What follows belongs to an exercise in optimizing a design on an open flow for small area, a short achievable clock period and few clock cycles; a production flow would make more cautious choices. Where RTL was checked, it was by simulation tests only, not by an equivalence proof against the original. For runs 3 and 4, only the layout was checked, not whether the RTL still works.

`design/flow/design.v`:
```
package fft_data_pkg;
  typedef logic signed [8+8-1:0] sample_t;
  typedef struct packed {
    sample_t re;
    sample_t im;
  } cplx_t;
  typedef struct packed {
    cplx_t upper;  
    cplx_t lower;  
  } cplx_pair_t;
endpackage
package fft_ctrl_pkg;
  typedef logic [$clog2(8)-1:0] bin_addr_t;
  typedef struct packed {
    bin_addr_t upper;
    bin_addr_t lower;
  } addr_pair_t;
  typedef logic [$clog2(3)-1:0] stage_t;
  typedef logic [$clog2(8/2)-1:0] twiddle_idx_t;
  typedef struct packed {
    logic       valid;
    addr_pair_t addr;
  } wr_cmd_t;
endpackage
module fft_mul181 (
  input  logic [15:0] v,
  output logic [15:0] y
);
  logic s1, c2, s3, c4, s5, c6, s7, c8, s9, c10, s11, c12, s13, c14, s15, c16, s17, c18, s19, c20, s21, c22, s23, c24, s25, c26, s27, c28, s29, c30, s31, c32, s33, c34, s35, c36, s37, c38, s39, c40, s41, c42, s43, c44, s45, c46, s47, c48, s49, c50, s51, c52, s53, c54, s55, c56, s57, c58, s59, c60, s61, c62, s63, c64, s65, c66, s67, c68, s69, c70, s71, c72, s73, c74, s75, c76, s77, c78, s79, c80, s81, c82, s83, c84, s85, c86, s87, c88, s89, c90, s91, c92, s93, c94, s95, c96;
  fft_ha u_s1 (.a(v[5]), .b(v[3]), .s(s1), .co(c2));
  fft_fa u_s3 (.a(v[6]), .b(v[4]), .c(v[2]), .s(s3), .co(c4));
  fft_fa u_s5 (.a(v[7]), .b(v[5]), .c(v[3]), .s(s5), .co(c6));
  fft_fa u_s7 (.a(v[8]), .b(v[6]), .c(v[4]), .s(s7), .co(c8));
  fft_fa u_s9 (.a(v[9]), .b(v[7]), .c(v[5]), .s(s9), .co(c10));
  fft_fa u_s11 (.a(v[10]), .b(v[8]), .c(v[6]), .s(s11), .co(c12));
  fft_fa u_s13 (.a(v[11]), .b(v[9]), .c(v[7]), .s(s13), .co(c14));
  fft_fa u_s15 (.a(v[12]), .b(v[10]), .c(v[8]), .s(s15), .co(c16));
  fft_fa u_s17 (.a(v[13]), .b(v[11]), .c(v[9]), .s(s17), .co(c18));
  fft_fa u_s19 (.a(v[14]), .b(v[12]), .c(v[10]), .s(s19), .co(c20));
  fft_fa u_s21 (.a(v[15]), .b(v[13]), .c(v[11]), .s(s21), .co(c22));
  fft_fa u_s23 (.a(v[14]), .b(v[12]), .c(v[11]), .s(s23), .co(c24));
  fft_fa u_s25 (.a(v[15]), .b(v[13]), .c(v[12]), .s(s25), .co(c26));
  fft_ha u_s27 (.a(v[4]), .b(v[2]), .s(s27), .co(c28));
  fft_fa u_s29 (.a(s1), .b(v[1]), .c(v[0]), .s(s29), .co(c30));
  fft_fa u_s31 (.a(s3), .b(v[1]), .c(c2), .s(s31), .co(c32));
  fft_fa u_s33 (.a(s5), .b(v[2]), .c(v[0]), .s(s33), .co(c34));
  fft_fa u_s35 (.a(s7), .b(v[3]), .c(v[1]), .s(s35), .co(c36));
  fft_fa u_s37 (.a(s9), .b(v[4]), .c(v[2]), .s(s37), .co(c38));
  fft_fa u_s39 (.a(s11), .b(v[5]), .c(v[3]), .s(s39), .co(c40));
  fft_fa u_s41 (.a(s13), .b(v[6]), .c(v[4]), .s(s41), .co(c42));
  fft_fa u_s43 (.a(s15), .b(v[7]), .c(v[5]), .s(s43), .co(c44));
  fft_fa u_s45 (.a(s17), .b(v[8]), .c(v[6]), .s(s45), .co(c46));
  fft_fa u_s47 (.a(s19), .b(v[9]), .c(v[7]), .s(s47), .co(c48));
  fft_fa u_s49 (.a(s21), .b(v[10]), .c(v[8]), .s(s49), .co(c50));
  fft_fa u_s51 (.a(s23), .b(v[9]), .c(v[15]), .s(s51), .co(c52));
  fft_fa u_s53 (.a(s25), .b(v[10]), .c(v[15]), .s(s53), .co(c54));
  fft_fa u_s55 (.a(v[14]), .b(v[13]), .c(v[11]), .s(s55), .co(c56));
  fft_fa u_s57 (.a(v[15]), .b(v[14]), .c(v[12]), .s(s57), .co(c58));
  fft_ha u_s59 (.a(v[2]), .b(v[0]), .s(s59), .co(c60));
  assign s61 = ~(v[3] ^ v[1]);
  assign c62 = v[3] | v[1];
  assign s63 = ~(s27 ^ v[0]);
  assign c64 = s27 | v[0];
  assign s65 = ~(s29 ^ c28);
  assign c66 = s29 | c28;
  assign s67 = ~(s31 ^ c30);
  assign c68 = s31 | c30;
  fft_fa u_s69 (.a(s33), .b(c4), .c(c32), .s(s69), .co(c70));
  fft_fa u_s71 (.a(s35), .b(c6), .c(c34), .s(s71), .co(c72));
  fft_fa u_s73 (.a(s37), .b(c8), .c(c36), .s(s73), .co(c74));
  fft_fa u_s75 (.a(s39), .b(c10), .c(c38), .s(s75), .co(c76));
  fft_fa u_s77 (.a(s41), .b(c12), .c(c40), .s(s77), .co(c78));
  fft_fa u_s79 (.a(s43), .b(c14), .c(c42), .s(s79), .co(c80));
  fft_fa u_s81 (.a(s45), .b(c16), .c(c44), .s(s81), .co(c82));
  fft_fa u_s83 (.a(s47), .b(c18), .c(c46), .s(s83), .co(c84));
  fft_fa u_s85 (.a(s49), .b(c20), .c(c48), .s(s85), .co(c86));
  fft_fa u_s87 (.a(s51), .b(c22), .c(c50), .s(s87), .co(c88));
  fft_fa u_s89 (.a(s53), .b(c24), .c(c52), .s(s89), .co(c90));
  fft_fa u_s91 (.a(s55), .b(c26), .c(c54), .s(s91), .co(c92));
  fft_fa u_s93 (.a(s57), .b(v[15]), .c(c56), .s(s93), .co(c94));
  fft_fa u_s95 (.a(v[15]), .b(v[13]), .c(c58), .s(s95), .co(c96));
  logic [23:0] ra, rb, p, g, c;
  assign ra = {1'b0, v[15], v[14], s95, s93, s91, s89, s87, s85, s83, s81, s79, s77, s75, s73, s71, s69, s67, s65, s63, s61, s59, v[1], v[0]};
  assign rb = {1'b0, v[15], c96, c94, c92, c90, c88, c86, c84, c82, c80, c78, c76, c74, c72, c70, c68, c66, c64, c62, c60, 1'b1, 1'b1, 1'b1};
  assign p = ra ^ rb;
  assign g = ra & rb;
  fft_carry #(.W(24), .KS(1)) u_c (.p(p), .g(g), .ci(1'b0), .c(c));
  assign y = p[23:8] ^ c[23:8];
endmodule
module fft_fa (input logic a, b, c, output logic s, co);
  assign s  = a ^ b ^ c;
  assign co = (a & b) | (a & c) | (b & c);
endmodule
module fft_ha (input logic a, b, output logic s, co);
  assign s  = a ^ b;
  assign co = a & b;
endmodule
`timescale 1ns/1ps
module fft_top (
  input  logic        clk,
  input  logic        reset,
  input  logic        load,
  input  logic [63:0] load_data,  
  input  logic        start,
  output logic        done,
  input  logic [2:0]  rd_addr,
  output logic [31:0] rd_data     
);
  logic [31:0] e0, e1, e2, e3, f0, f1, f2, f3;
  logic        tr5, ti5;  
  function automatic logic [31:0] cop(input logic [31:0] x, input logic [2:0] c);
    logic [15:0] opr, opi;
    opr = c[2] ? x[15:0] : x[31:16];
    opi = c[2] ? x[31:16] : x[15:0];
    cop = {opr ^ {16{c[1]}}, opi ^ {16{c[0]}}};
  endfunction
  logic k0, s13, n23, n12;
  logic ph;  
  always_ff @(posedge clk) begin
    if (reset) begin
      k0   <= 1'b1;
      s13  <= 1'b0;
      n23  <= 1'b0;
      n12  <= 1'b0;
      ph   <= 1'b0;
      done <= 1'b0;
    end else if (load) begin
      k0   <= s13 & n23;
      s13  <= k0 | (n23 & ~s13);
      n23  <= n12;
      n12  <= k0 | (s13 & n12);
      done <= 1'b0;
    end else if (start) begin
      k0   <= 1'b1;
      s13  <= 1'b0;
      n23  <= 1'b0;
      n12  <= 1'b0;
      ph   <= 1'b1;
    end else if (ph) begin
      ph   <= 1'b0;
      done <= 1'b1;
    end
  end
  logic [31:0] xh, xl;      
  logic [31:0] keep;
  logic [2:0]  c1, c2, c2f, c3;
  assign xh   = load_data[63:32];
  assign xl   = load_data[31:0];
  assign keep = {32{~(k0 & load)}};  
  assign c1  = {s13, n23, n12};
  assign c2  = {1'b0, s13, s13};
  assign c2f = {1'b1, s13, ~s13};
  assign c3  = {s13, n12, n23};
  logic [31:0] xhg, xlg;
  assign xhg = xh & {32{load}};
  assign xlg = xl & {32{load}};
  logic [31:0] se0, se1, se2, se3, sf0, sf1, sf2, sf3;
  fft_cadd #(.KS(0)) u_ae0 (.a(e0 & keep), .b(cop(xhg, 3'b000)), .ci(2'b00),    .s(se0));
  fft_cadd #(.KS(0)) u_ae1 (.a(e1 & keep), .b(cop(xhg, c1)),     .ci(c1[1:0]),  .s(se1));
  fft_cadd #(.KS(0)) u_ae2 (.a(e2 & keep), .b(cop(xhg, c2)),     .ci(c2[1:0]),  .s(se2));
  fft_cadd #(.KS(0)) u_ae3 (.a(e3 & keep), .b(cop(xhg, c3)),     .ci(c3[1:0]),  .s(se3));
  fft_cadd #(.KS(0)) u_af0 (.a(f0 & keep), .b(cop(xlg, 3'b000)), .ci(2'b00),    .s(sf0));
  fft_cadd #(.KS(0)) u_af1 (.a(f1 & keep), .b(cop(xlg, c1)),     .ci(c1[1:0]),  .s(sf1));
  fft_cadd #(.KS(0)) u_af2 (.a(f2 & keep), .b(cop(xlg, c2f)),    .ci(c2f[1:0]), .s(sf2));
  fft_cadd #(.KS(0)) u_af3 (.a(f3 & keep), .b(cop(xlg, c3)),     .ci(c3[1:0]),  .s(sf3));
  logic [31:0] tw;
  fft_mul181 u_mr (.v(f1[31:16]), .y(tw[31:16]));
  fft_mul181 u_mi (.v(f1[15:0]),  .y(tw[15:0]));
  always_ff @(posedge clk) begin
    e0 <= se0;
    e1 <= se1;
    e2 <= se2;
    e3 <= se3;
    f0 <= sf0;
    f2 <= sf2;
    f1 <= (start | ph) ? f3 : sf1;
    f3 <= (start | ph) ? tw : sf3;
    if (start) begin
      tr5 <= (f1[23:16] == 8'h80);
      ti5 <= (f1[7:0] == 8'h80);
    end
  end
  logic [31:0] es, fs;
  logic [1:0]  j;
  logic        ng, odd;
  logic        nra, nrb, nia, nib;
  logic [1:0]  dr, di;
  assign j   = rd_addr[1:0];
  assign ng  = rd_addr[2];
  assign odd = rd_addr[0];
  always_comb begin
    case (j)
      2'd0:    begin es = e0; fs = f0; end
      2'd1:    begin es = e1; fs = f1; end
      2'd2:    begin es = e2; fs = f2; end
      default: begin es = e3; fs = f3; end
    endcase
  end
  assign nra = (j == 2'd3) ? ~ng : ng;
  assign nrb = ng;
  assign nia = ~ng;
  assign nib = (j == 2'd3) ? ~ng : ng;
  always_comb begin
    dr = {1'b0, nra} + {1'b0, odd & nrb};
    di = {1'b0, nib} + {1'b0, odd & nia};
    if (j == 2'd1) begin
      dr = ng ? dr - {1'b0, tr5} : dr + {1'b0, tr5};
      di = ng ? di - {1'b0, ti5} : di + {1'b0, ti5};
    end
  end
  logic [15:0] ra, rb, ia, ib;
  logic [15:0] rs, rc, is_, ic;
  assign ra = fs[31:16] ^ {16{nra}};
  assign rb = odd ? fs[15:0] ^ {16{nrb}} : 16'd0;
  assign ia = odd ? fs[31:16] ^ {16{nia}} : 16'd0;
  assign ib = fs[15:0] ^ {16{nib}};
  assign rs  = es[31:16] ^ ra ^ rb;
  assign rc  = {(es[30:16] & ra[14:0]) | (es[30:16] & rb[14:0]) | (ra[14:0] & rb[14:0]),
                dr[1] | dr[0]};
  assign is_ = es[15:0] ^ ia ^ ib;
  assign ic  = {(es[14:0] & ia[14:0]) | (es[14:0] & ib[14:0]) | (ia[14:0] & ib[14:0]),
                di[1] | di[0]};
  logic [31:0] rsum;
  fft_cadd #(.KS(0)) u_rd (.a({rs, is_}), .b({rc, ic}), .ci({dr[1], di[1]}), .s(rsum));
  always_ff @(posedge clk) begin
    rd_data <= rsum;
  end
endmodule
module fft_cadd #(
  parameter int KS = 0
) (
  input  logic [31:0] a,
  input  logic [31:0] b,
  input  logic [1:0]  ci,
  output logic [31:0] s
);
  logic [31:0] p, g, c;
  assign p = a ^ b;
  assign g = a & b;
  fft_carry #(.W(16), .KS(KS)) u_hi (.p(p[31:16]), .g(g[31:16]), .ci(ci[1]), .c(c[31:16]));
  fft_carry #(.W(16), .KS(KS)) u_lo (.p(p[15:0]),  .g(g[15:0]),  .ci(ci[0]), .c(c[15:0]));
  assign s = p ^ c;
endmodule
module fft_carry #(
  parameter int W  = 16,
  parameter int KS = 0
) (
  input  logic [W-1:0] p,
  input  logic [W-1:0] g,
  input  logic         ci,
  output logic [W-1:0] c
);
  logic [W-1:0] pp, gg, gn;
  always_comb begin
    pp = p;
    gg = g;
    gg[0] = g[0] | (p[0] & ci);
    if (KS != 0) begin
      for (int d = 1; d < W; d = d * 2) begin
        gn = gg;
        for (int i = d; i < W; i++) begin
          gn[i] = gg[i] | (pp[i] & gg[i-d]);
        end
        for (int i = W - 1; i >= d; i--) begin
          pp[i] = pp[i] & pp[i-d];
        end
        gg = gn;
      end
    end else begin
      for (int d = 1; d < W; d = d * 2) begin
        for (int i = 2*d - 1; i < W; i += 2*d) begin
          gg[i] = gg[i] | (pp[i] & gg[i-d]);
          pp[i] = pp[i] & pp[i-d];
        end
      end
      for (int d = 1 << ($clog2(W) - 2); d >= 1; d = d / 2) begin
        for (int i = 3*d - 1; i < W; i += 2*d) begin
          gg[i] = gg[i] | (pp[i] & gg[i-d]);
          pp[i] = pp[i] & pp[i-d];
        end
      end
    end
    c = {gg[W-2:0], ci};
  end
endmodule
```
`design/flow/flow/run.sh`:
```
#!/bin/bash
# The standard layout, with plain buffers (not delay cells) on the ports.
set -euo pipefail
bash standard.sh BUFFER_PORTS_ARGS="-buffer_cell sky130_fd_sc_hd__buf_2" finish > standard.log 2>&1
```
`design/flow/standard.sh`:
```
#!/bin/bash
# synth_recipe.tcl (not shown) runs the flow's synth.tcl, then flattens the netlist and writes it again
# the make line also repeats each setting of config.mk as NAME=value (left out here)
make -C /OpenROAD-flow-scripts/flow DESIGN_CONFIG=/design/flow/config.mk WORK_HOME=/design/flow/orfs CLKGATE_MAP_FILE= SYNTH_SCRIPT=/design/flow/synth_recipe.tcl "${@:-finish}"
```
`design/flow/config.mk`:
```
export PLATFORM = sky130hd
export DESIGN_NAME = fft_top
export DESIGN_NICKNAME = fft_top
export VERILOG_FILES = /design/flow/design.v
export SDC_FILE = /design/flow/constraint.sdc
export NUM_CORES = 4
export LEC_CHECK = 0
export CAP_MARGIN = 20
export CORE_MARGIN = 2
export CORE_UTILIZATION = 45
export CTS_BUF_LIST = sky130_fd_sc_hd__clkbuf_8
export CTS_CLUSTER_SIZE = 30
export SETUP_SLACK_MARGIN = 2.4
export SLEW_MARGIN = 20
export SYNTH_HIERARCHICAL = 1
export SYNTH_MINIMUM_KEEP_SIZE = 0
```
`design/flow/constraint.sdc`:
```
create_clock -name core_clock -period 6.5 [get_ports {clk}]
set_input_delay 1.3000 -clock core_clock [delete_from_list [all_inputs] [get_ports {clk}]]
set_output_delay 1.3000 -clock core_clock [all_outputs]
set_load 0.01 [all_outputs]
```
==> flow_metrics.py, run 1 <==
metrics = {
    "outcome": {
        "status": "complete, no violations",
    },
    "drt": {
        "wl_per_cell_um": 21.2,
        "dr.pass1.iters": 5,
        "drtAntennaViolNets": 0,
        "post-route-drc-count": 0,
        "vias_per_cell": 5.55,
        "drt_iter0_markers": 1265,
        "drt_wl_total_mm": 80.3,
        "vias": 21000,
    },
    "worst_setup_path": {
        "r2r-start": "f1[5]",
        "critPathKind": "in -> reg",
        "startpoint_type": "primary input",
        "critPathCapture": "rd_data[31]",
        "rr_worst_depth": 12,
        "crit_path_max_fanout": 13,
        "r2r_end": "f3[13]",
        "cp.required_ns": 7.06,
        "r2r_slack_ns": 2.58,
        "cp-end-kind": "flop",
        "crit_arrival_ns": 4.54,
        "crit_start": "rd_addr[0]",
    },
    "logic_synthesis": {
        "postSynthCellCount": 2814,
        "synth_warnings": 9,
        "syn-cell-area_sq_um": 28700,
        "synth.avg_cell_area_sq_um": 10.2,
    },
    "place": {
        "dpl_cell_area_sq_um": 30000,
        "dpl_worst_slack_ns": 1.08,
        "dp_hpwl_mm": 63.2,
        "io_buffers": 103,
        "gp_congestion": 0.908,
    },
    "timing": {
        "min_period_over_period_pct": 61.3,
        "fmax_mhz": 251,
        "fin_skew_ns": 0.0408,
        "layout_min_cycle_time_ns": 3.98,
        "slew_headroom_pct": 34.0,
        "rsz0062_at_grt": "true",
        "fin_ws_ns": 2.52,
        "final_max_slew_viol_count": 0,
        "tns_ns": 0,
        "setup_viol": 0,
        "hold_viol_final": 0,
        "timing.hold.ws_ns": 0.509,
        "tightest_slew_ns": 0.988,
    },
    "clock_tree": {
        "cts.clk_slew.worst_paths_ns": 0.06,
        "cts_buffers": 54,
        "cts_tree": "yes",
        "insertion_delay_ns": 0.68,
        "clk_path_buf_depth": 3,
        "root_buffer": "clkbuf_8",
        "clkSinkCount": 296,
        "h-tree-depth": 2,
    },
    "floorplan": {
        "die_w_um": 257,
        "rows": 92,
        "ioPinCount": 104,
        "dieHeight_um": 257,
        "start_util_pct": 45.5,
        "core_sq_um": 63100,
        "dieArea_sq_um": 65800,
    },
    "final_layout": {
        "nNetsFinal": 3421,
        "final_cell_area_sq_um": 31300,
        "nFillCells": 5986,
        "areaGrowthSynthToFinish_pct": 9.06,
        "final_layout_size_suffix_gt1_share_pct": 18.3,
    },
    "min_path": {
        "hold_class": "reg -> reg",
    },
    "global_routing": {
        "grt_usage_pct": 24.0,
        "grt_pass1_vias": 21600,
        "antenna_found_initial": 13,
        "grt_pass1_wl_mm": 123,
        "grt.overflow.total": 0,
        "grt_max_degree": 105,
    },
    "flow_run": {
        "cap_violations": 0,
    },
}
what timing repair did:
action                                  CTS  global route
hold endpoints to repair                  0             0
endpoints found under the setup margin   58            30
hold buffers                              0             0
gates resized for setup                  42            36
cloned                                    1             2
buffers inserted                          0             8
pin swaps                                 0             3
per-layer routing:
layer,up-vias,wire length (um),track usage (%)
li1,10100,-,-
met1,10300,34900,30.4
met2,444,39100,42.0
met3,138,3780,3.69
met4,18,2290,7.06
met5,-,113,0
state kept, by name (all words and copies together), names as in the netlist:
| signal | cells |
|---|---|
| done | 1 |
| e0 | 32 |
| e1 | 32 |
| e2 | 32 |
| e3 | 32 |
| f0 | 32 |
| f1 | 32 |
| f2 | 32 |
| f3 | 32 |
| k0 | 1 |
| n12 | 1 |
| n23 | 1 |
| ph | 1 |
| rd_data | 32 |
| s13 | 1 |
| ti5 | 1 |
| tr5 | 1 |
worst max-delay path, stage by stage:
cell and delay (ns):
buf_16 0.15, mux4_2 0.56, xor2_1 0.19, and2_1 0.21, fa_1 0.49, ha_1 0.36
a21oi_1 0.16, o21ai_0 0.14, nand3_1 0.16, nand3b_4 0.11, a41o_1 0.30, a31o_1 0.24
xor2_1 0.14
cells in the final DEF (no fill, tap or decap), types with 4 or more instances in the layout:
cell type / count
nor2_1: 11
conb_1: 14
ha_1: 340
nand2b_1: 7
nand3_1: 55
mux4_2: 64
a21o_1: 224
and3_1: 22
a31oi_1: 22
buf_4: 26
and2_1: 350
xor2_1: 332
a21o_2: 36
buf_2: 100
a41o_1: 22
nand3b_4: 18
a21oi_1: 100
nand4_1: 20
dfxtp_1: 263
a31o_1: 20
and4_1: 4
o21ai_0: 28
nand2_1: 103
a31o_2: 17
nor2b_1: 7
clkbuf_8: 61
inv_1: 69
dfxtp_4: 28
fa_1: 112
mux2_2: 128
nand4_2: 18
o21ai_1: 4
o21bai_1: 4
xnor2_1: 242
worst min-delay path by stage:
stage	start	endpoint	slack (ns)	cells past startpoint
final	done	done	0.51	2
after floorplan	f3[0]	f1[0]	0.47	1
after global routing	f3[13]	f1[13]	0.57	1
after global placement	done	done	0.50	2
after detailed placement	done	done	0.50	2
after CTS	done	done	0.51	2
cell type report:
class                   instances  area [sq um]  area share (%)
repair buffers                135           891            2.85
flip-flops and latches        296          6050            19.3
clock inverters                33           139           0.444
well taps                     846          1060            3.38
inverters                      44           168           0.536
diodes                          3          7.51          0.0240
multi-input cells            2364         22100            70.7
clock buffers                  61           840            2.68
through the flow:
stage,instances,util [%]
floorplan,2825,-
detailed placement,3674,47.5
global placement,3674,47.5
global route,3779,49.6
finish,3782,49.6
CTS,3769,49.3
Testbench counts, summed over its fixed seeds: cycles 5,384.
==> inputs of run 2 (changes only) <==
--- a/design/flow/config.mk
+++ b/design/flow/config.mk
@@ -9,3 +9,3 @@
 export CORE_MARGIN = 2
-export CORE_UTILIZATION = 45
+export CORE_UTILIZATION = 60
 export CTS_BUF_LIST = sky130_fd_sc_hd__clkbuf_8
==> run 2 against run 1 <==
Register-to-register slack worse by 0.05 ns. Clock skew up 0.0083 ns. Critical endpoint is now f3[9]. Synthesized cell count unchanged. Largest cell class unchanged. Non-clock buffer count down 7. Die area down 25%. Fmax up 0.28%. Area after synthesis unchanged. Global-route usage up 7.1 points. Worst setup slack better by 0.011 ns.
==> flow_metrics.py, run 2 <==
metrics = {
    "worst_setup_path": {
        "cp.required_ns": 7.03,
        "crit_arrival_ns": 4.50,
        "worst-path-buf-inv": 0,
        "critical_path.max_stage_delay_ns": 0.54,
        "crit_slowest_cell": "fa_1",
        "crit_family": "adder cells",
        "cp-end-kind": "flop",
        "crit_start": "f1[5]",
        "startpoint_type": "flop",
        "critPathKind": "reg -> reg",
        "r2r-start": "f1[5]",
        "cpMostUsedCell": "fa_1",
        "cp_cell_sequence": "fa_1 -> fa_1 -> fa_1 -> ha_1 -> a21oi_1 -> o21ai_0 -> nor3_2 -> a21oi_4 -> a21o_1 -> a21o_1 -> xor2_1 -> mux2_2",
        "crit_path_max_fanout": 8,
    },
    "clock_tree": {
        "root_buffer": "clkbuf_8",
        "h-tree-depth": 2,
        "clkSinkCount": 296,
        "insertion_delay_ns": 0.68,
        "clk_path_buf_depth": 3,
        "cts.clk_slew.worst_paths_ns": 0.06,
        "cts_buffers": 57,
        "cts_tree": "yes",
    },
    "floorplan": {
        "ioPinCount": 104,
        "dieArea_sq_um": 49600,
        "rows": 80,
        "core_sq_um": 47400,
        "dieHeight_um": 223,
        "die_w_um": 223,
        "start_util_pct": 60.5,
    },
    "drt": {
        "post-route-drc-count": 0,
        "dr.pass1.iters": 5,
        "wl_per_cell_um": 21.9,
        "drt_wl_total_mm": 77.8,
        "vias": 20900,
        "vias_per_cell": 5.90,
        "drt_iter0_markers": 1189,
        "drtAntennaViolNets": 0,
    },
    "global_routing": {
        "grt.overflow.total": 0,
        "grt_pass1_wl_mm": 119,
        "grt_usage_pct": 31.1,
        "grt_max_degree": 173,
        "antenna_found_initial": 8,
        "grt_pass1_vias": 21300,
    },
    "final_layout": {
        "instances_no_fill": 3549,
        "final_layout_size_suffix_gt1_share_pct": 18.6,
        "areaGrowthSynthToFinish_pct": 8.80,
        "nNetsFinal": 3416,
        "final_common_cell": "and2_1",
        "final_cell_mix": "and2_1 (350), ha_1 (340), xor2_1 (332)",
        "nFillCells": 3886,
    },
    "logic_synthesis": {
        "syn-cell-area_sq_um": 28700,
        "synth_warnings": 9,
        "synth.avg_cell_area_sq_um": 10.2,
        "postSynthCellCount": 2814,
    },
    "timing": {
        "final_max_slew_viol_count": 0,
        "layout_min_cycle_time_ns": 3.97,
        "hold_viol_final": 0,
        "tightest_slew_ns": 0.973,
        "fin_skew_ns": 0.0491,
        "slew_headroom_pct": 35.1,
        "fmax_mhz": 252,
        "tns_ns": 0,
        "fin_ws_ns": 2.53,
        "setup_viol": 0,
        "min_period_over_period_pct": 61.1,
        "timing.hold.ws_ns": 0.520,
        "rsz0062_at_grt": "true",
    },
    "place": {
        "placed_cells": 3435,
        "io_buffers": 103,
        "gp_congestion": 0.897,
        "dp_hpwl_mm": 60.1,
        "dpl_worst_slack_ns": 1.17,
    },
    "outcome": {
        "status": "complete, no violations",
    },
    "flow_run": {
        "cap_violations": 0,
    },
    "min_path": {
        "hold_path.startpoint": "f3[0]",
        "hold_class": "reg -> reg",
    },
}
## run 2: layout make-up
cell class	instances	area, sq um	share of cell area [%]
clock buffer	71	977	3.13
timing repair buffer	128	928	2.97
sequential	296	6060	19.4
antenna	3	7.51	0.0240
tap	615	769	2.46
clock inverter	29	159	0.509
inverter	44	168	0.537
multi-input combinational	2363	22200	71.0
## run 2: worst paths after layout
kind,endpoint,cells past startpoint,slack (ns)
worst max-delay path,f3[9],12,2.53
worst min-delay path,f1[0],1,0.52
worst max register to register,f3[9],12,2.53
worst min register to register,f1[0],1,0.52
## run 2: repair_timing
action	CTS	global route
setup buffers	2	5
hold buffers	0	0
gates resized for setup	46	40
endpoints found under the setup margin	43	32
gates cloned	0	4
pin swaps	0	5
## run 2: metal layers
metal | track usage, % | part of all wire (%)
met1 | 38.5 | 42
met2 | 56.1 | 50
met3 | 4.10 | 4.5
met4 | 9.81 | 3.0
met5 | 0 | 0.085
## run 2: worst register-to-register path, cell delays in order, from the launching register on
cell and delay [ns]:
dfxtp_4 0.46, fa_1 0.47, fa_1 0.54, fa_1 0.49, ha_1 0.35, a21oi_1 0.16, o21ai_0 0.16, nor3_2 0.28
a21oi_4 0.14, a21o_1 0.23, a21o_1 0.18, xor2_1 0.14, mux2_2 0.25
## run 2: stage by stage
| step | instance area [sq um] | util [%] |
|---|---|---|
| after floorplan | 28900 | - |
| after global placement | 29700 | 62.5 |
| after detailed placement | 29700 | 62.5 |
| after CTS | 30900 | 65.2 |
| after global routing | 31200 | 65.8 |
| final | 31200 | 65.8 |
==> inputs of run 3 (changes only) <==
--- a/design/flow/design.v
+++ b/design/flow/design.v
@@ -213,4 +213,6 @@
   assign ra = fs[31:16] ^ {16{nra}};
-  assign rb = odd ? fs[15:0] ^ {16{nrb}} : 16'd0;
-  assign ia = odd ? fs[31:16] ^ {16{nia}} : 16'd0;
+  logic [31:0] fo;
+  assign fo = (f1 & {32{j == 2'd1}}) | (f3 & {32{j == 2'd3}});
+  assign rb = fo[15:0] ^ {16{odd & nrb}};
+  assign ia = fo[31:16] ^ {16{odd & nia}};
   assign ib = fs[15:0] ^ {16{nib}};
--- a/design/flow/config.mk
+++ b/design/flow/config.mk
@@ -9,6 +9,4 @@
 export CORE_MARGIN = 2
-export CORE_UTILIZATION = 60
-export CTS_BUF_LIST = sky130_fd_sc_hd__clkbuf_8
-export CTS_CLUSTER_SIZE = 30
-export SETUP_SLACK_MARGIN = 2.4
+export CORE_UTILIZATION = 40
+export SETUP_SLACK_MARGIN = 2.3
 export SLEW_MARGIN = 20
==> run 3 against run 2 <==
Still clean on timing, DRC and antenna. First-iteration DRC count up 23%. Non-clock buffer count grew 1. Hold slack gained 0.0038 ns. Core utilization fell by 22 points. Flip-flop and latch count is the same. Via count up 0.88%. Synthesized cell count up 3.4%.
==> flow_metrics.py, run 3 <==
metrics = {
    "floorplan": {
        "start_util_pct": 40.2,
        "dieArea_sq_um": 75200,
        "dieHeight_um": 274,
        "rows": 99,
        "ioPinCount": 104,
        "core_sq_um": 72600,
        "die_w_um": 274,
    },
    "timing": {
        "rsz0062_at_grt": "true",
        "final_max_slew_viol_count": 0,
        "tightest_slew_ns": 1.02,
        "hold_viol_final": 0,
        "fmax_mhz": 246,
        "slew_headroom_pct": 31.9,
        "timing.hold.ws_ns": 0.523,
        "min_period_over_period_pct": 62.6,
        "layout_min_cycle_time_ns": 4.07,
        "setup_viol": 0,
        "fin_skew_ns": 0.0294,
        "tns_ns": 0,
    },
    "clock_tree": {
        "cts_tree": "yes",
        "insertion_delay_ns": 0.58,
        "clk_path_buf_depth": 3,
        "cts_buffers": 40,
        "h-tree-depth": 2,
        "root_buffer": "clkbuf_16",
        "cts_hold_buf": 0,
        "cts.clk_slew.worst_paths_ns": 0.06,
        "clkSinkCount": 296,
    },
    "place": {
        "dp_hpwl_mm": 66.1,
        "gp_congestion": 0.906,
        "io_buffers": 103,
    },
    "drt": {
        "drt_wl_total_mm": 85.0,
        "dr.pass1.iters": 5,
        "post-route-drc-count": 0,
        "vias_per_cell": 5.35,
        "vias": 21100,
        "drtAntennaViolNets": 0,
        "drt_iter0_markers": 1460,
        "wl_per_cell_um": 21.5,
    },
    "worst_setup_path": {
        "cp_cell_sequence": "fa_1 -> fa_1 -> fa_1 -> ha_1 -> a21oi_2 -> o21ai_0 -> nor3_1 -> a21oi_2 -> a221oi_2 -> buf_4 -> inv_1 -> xor2_1 -> mux2_2",
        "crit_path_max_fanout": 8,
        "startpoint_type": "flop",
        "cp-end-kind": "flop",
        "crit_slowest_cell": "fa_1",
        "critPathKind": "reg -> reg",
        "critical_path.max_stage_delay_ns": 0.52,
        "crit_family": "adder cells",
        "worst-path-buf-inv": 2,
        "cp.required_ns": 6.96,
        "cpMostUsedCell": "fa_1",
        "crit_arrival_ns": 4.53,
    },
    "final_layout": {
        "final_layout_size_suffix_gt1_share_pct": 16.3,
        "nNetsFinal": 3486,
        "diodes": 0,
        "final_cell_mix": "xor2_1 (359), ha_1 (341), and2_1 (322)",
        "final_common_cell": "xor2_1",
        "areaGrowthSynthToFinish_pct": 9.83,
    },
    "global_routing": {
        "grt_use_met1_pct": 30.7,
        "grt_pass1_vias": 21000,
        "grt_max_degree": 129,
        "grt_pass1_wl_mm": 128,
        "grt_usage_pct": 22.5,
        "grt_util_met3_pct": 2.90,
        "antenna_found_initial": 4,
        "grt.overflow.total": 0,
        "use_met2_pct": 36.5,
        "busiest_layer": "met2",
    },
    "logic_synthesis": {
        "synth.avg_cell_area_sq_um": 10.0,
        "syn-cell-area_sq_um": 29200,
        "postSynthCellCount": 2910,
        "synth_warnings": 9,
    },
    "outcome": {
        "status": "complete, no violations",
    },
    "min_path": {
        "hold_class": "reg -> reg",
    },
    "flow_run": {
        "cap_violations": 0,
    },
}
run 3: what timing repair did:
item	in CTS	in global routing
setup buffers	1	1
gates resized for setup	35	37
endpoints found under the setup margin	35	37
pin swaps	1	0
cloned	0	3
run 3: worst register-to-register path: cells and delay by family (launching register included):
family	cells	cell delay (ns)
multiplexers	1	0.26
AO/OA/AOI/OAI	4	0.76
adder cells (fa/ha/maj)	4	1.89
XOR/XNOR	1	0.15
buffers and inverters	2	0.22
flip-flops	1	0.47
AND/OR/NAND/NOR	1	0.19
run 3: worst paths after layout:
path | from | endpoint | slack (ns) | cells past startpoint
worst min-delay path | f3[14] | f1[14] | 0.52 | 2
worst min register to register | f3[14] | f1[14] | 0.52 | 2
worst max-delay path | f1[10] | f3[13] | 2.43 | 13
worst max register to register | f1[10] | f3[13] | 2.43 | 13
run 3: cell type report:
cell class | count | area (sq um)
Fill cell | 7082 | 40500
Multi-Input combinational cell | 2421 | 22300
Sequential cell | 296 | 6050
Tap cell | 959 | 1200
Clock buffer | 57 | 1170
Timing Repair Buffer | 129 | 895
Inverter | 72 | 272
Clock inverter | 13 | 155
run 3: metal layers:
layer	vias up	wire length, um
met4	2	3250
li1	10300	-
met3	123	3780
met2	440	39300
met1	10200	38700
met5	-	19
run 3: metrics by stage:
| step | cells | util (%) | setup slack, ns | instance area (sq um) |
|---|---|---|---|---|
| 2_1_floorplan | 2921 | - | 2.16 | 29300 |
| 3_3_place_gp | 3872 | 41.9 | 1.28 | 30400 |
| 3_5_place_dp | 3872 | 41.9 | 1.25 | 30400 |
| 4_1_cts | 3943 | 43.9 | 2.29 | 31800 |
| 5_1_grt | 3947 | 44.2 | 2.20 | 32100 |
| 6_report | 3947 | 44.2 | 2.43 | 32100 |
==> inputs of run 4 (changes only) <==
--- a/design/flow/config.mk
+++ b/design/flow/config.mk
@@ -9,3 +9,3 @@
 export CORE_MARGIN = 2
-export CORE_UTILIZATION = 40
+export CORE_UTILIZATION = 50
 export SETUP_SLACK_MARGIN = 2.3
==> run 4 against run 3 <==
Still clean on timing, DRC and antenna. Sequential share of layout area grew 0.10 points. Count of clock-buffer cells in the layout grew 2. Die area shrank 20%. Flip-flop and latch count is the same. Worst setup slack lost 0.013 ns. Critical path type unchanged.
==> flow_metrics.py, run 4 <==
metrics = {
    "outcome": {
        "status": "complete, no violations",
    },
    "clock_tree": {
        "h-tree-depth": 2,
        "cts_tree": "yes",
        "cts_buffers": 39,
        "insertion_delay_ns": 0.57,
        "clk_path_buf_depth": 3,
        "clkSinkCount": 296,
        "cts.clk_slew.worst_paths_ns": 0.06,
        "root_buffer": "clkbuf_16",
    },
    "logic_synthesis": {
        "synth_warnings": 9,
        "postSynthCellCount": 2910,
        "syn-cell-area_sq_um": 29200,
        "synth.avg_cell_area_sq_um": 10.0,
    },
    "timing": {
        "final_max_slew_viol_count": 0,
        "slew_headroom_pct": 33.0,
        "rsz0062_at_grt": "true",
        "tightest_slew_ns": 1.00,
        "tns_ns": 0,
        "layout_min_cycle_time_ns": 4.08,
        "min_period_over_period_pct": 62.8,
        "setup_viol": 0,
        "fin_skew_ns": 0.0237,
        "fmax_mhz": 245,
        "hold_viol_final": 0,
    },
    "final_layout": {
        "nNetsFinal": 3502,
        "diodes": 0,
        "final_cell_mix": "xor2_1 (358), ha_1 (340), and2_1 (322)",
        "nFillCells": 5169,
        "regArea_sq_um": 6040,
        "postLayoutCoreUtil_pct": 55.3,
        "areaGrowthSynthToFinish_pct": 9.17,
        "final_layout_size_suffix_gt1_share_pct": 16.8,
        "multiInputGateArea_sq_um": 22400,
        "final_common_cell": "xor2_1",
    },
    "place": {
        "io_buffers": 103,
        "gp_congestion": 0.929,
        "dp_hpwl_mm": 68.5,
    },
    "floorplan": {
        "rows": 88,
        "core_sq_um": 57700,
        "start_util_pct": 50.6,
        "dieArea_sq_um": 60300,
        "dieHeight_um": 246,
        "die_w_um": 246,
        "ioPinCount": 104,
    },
    "global_routing": {
        "grt_pass1_wl_mm": 132,
        "grt_max_degree": 69,
        "grt_pass1_vias": 21700,
        "antenna_found_initial": 3,
        "grt_usage_pct": 28.7,
        "grt.overflow.total": 0,
    },
    "drt": {
        "vias": 21700,
        "drt_wl_total_mm": 87.1,
        "drtAntennaViolNets": 0,
        "post-route-drc-count": 0,
        "wl_per_cell_um": 23.1,
        "dr.pass1.iters": 5,
        "vias_per_cell": 5.76,
        "drt_iter0_markers": 1378,
    },
    "worst_setup_path": {
        "rr_worst_depth": 14,
        "crit_arrival_ns": 4.53,
        "cp-end-kind": "flop",
        "crit_path_max_fanout": 8,
        "cp.required_ns": 6.95,
        "critPathKind": "reg -> reg",
        "r2r_slack_ns": 2.42,
        "r2r_end": "f3[29]",
        "startpoint_type": "flop",
        "r2r-start": "f1[30]",
    },
    "min_path": {
        "hold_class": "reg -> reg",
        "hold_path.startpoint": "done",
        "min_path_cells": 2,
        "min_to": "done",
    },
    "flow_run": {
        "cap_violations": 0,
    },
}
## run 4: per-layer routing
metal	vias up	track usage [%]	part of all wire, %
met5	-	0	0.018
met1	10800	40.6	47
li1	10300	-	-
met3	104	3.01	4.1
met2	477	45.7	45
met4	2	9.36	3.3
## run 4: repair_timing
| action | in CTS | in global routing |
|---|---|---|
| resized for setup | 36 | 44 |
| endpoints found under the setup margin | 35 | 37 |
| buffers inserted | 1 | 15 |
| hold buffers | 0 | 0 |
| pin swaps | 1 | 3 |
| cloned | 0 | 1 |
## run 4: through the flow
| stage | hold WS [ns] | setup WS, ns | area (sq um) | std cells |
|---|---|---|---|---|
| after floorplan | 0.476 | 2.16 | 29300 | 2921 |
| after global placement | 0.493 | 1.42 | 30200 | 3683 |
| after detailed placement | 0.515 | 1.37 | 30200 | 3683 |
| after CTS | 0.525 | 2.30 | 31600 | 3753 |
| after global routing | 0.556 | 2.22 | 31900 | 3769 |
| final | 0.511 | 2.42 | 31900 | 3769 |
## run 4: worst max-delay path by stage
stage                     startpoint     endpoint  slack (ns)  cells past startpoint
after floorplan           rd_addr[0]  rd_data[14]        2.16                     19
after global placement    rd_addr[0]  rd_data[14]        1.42                     17
after detailed placement  rd_addr[1]  rd_data[23]        1.37                     14
after CTS                     f1[14]        f3[9]        2.30                     12
after global routing          f1[30]       f3[29]        2.22                     14
final                         f1[30]       f3[29]        2.42                     14
## run 4: area by class of cell
| class | count | share of cell area [%] |
|---|---|---|
| clock buffer | 59 | 3.65 |
| clock inverter | 10 | 0.373 |
| inverter | 72 | 0.848 |
| multi-input combinational | 2421 | 70.1 |
| sequential | 296 | 19.0 |
| tap | 765 | 3.00 |
| timing repair buffer | 146 | 3.03 |
## run 4: worst max-delay path, cell delays in order (launching register included)
cell      delay, ns
dfxtp_1        0.30
buf_4          0.19
fa_1           0.52
fa_1           0.52
fa_1           0.49
ha_1           0.36
a21o_1         0.20
a21o_1         0.18
a21oi_1        0.19
o21bai_1       0.12
a221oi_2       0.27
buf_4          0.17
inv_1          0.05
xor2_1         0.13
mux2_2         0.25

## what the ideal ports hide
How much do the figures lean on ideal ports? The routed layouts below were timed once more, with nothing changed but the port constraints. Step 1 assumes that a clkbuf_16 drives the clock port and a buf_2 every other input. Step 2 adds t to the input delays and takes it off the output delays; t is the mean of the earliest and latest rising clock arrival at the registers after step 1. Input paths then give back, and output paths get back, about the clock's delay inside the block. Three values: no drivers, after step 1, after step 2; two values: the first two.
| run | shift t [ns] | slack for setup (ns) | worst slew at a driven data input, ns |
|---|---|---|---|
| run 1 | 0.716 | 2.516 / 2.307 / 1.591 | 0.28 |
| run 2 | 0.714 | 2.527 / 2.394 / 1.680 | 0.23 |
| run 3 | 0.618 | 2.431 / 2.237 / 1.619 | 0.27 |
| run 4 | 0.625 | 2.418 / 2.398 / 1.772 | 0.23 |
After both steps setup and hold are still met in every run listed. The setup slack of run 1, which loses most, moves by -0.209 ns with the drivers and by -0.925 ns with both steps.
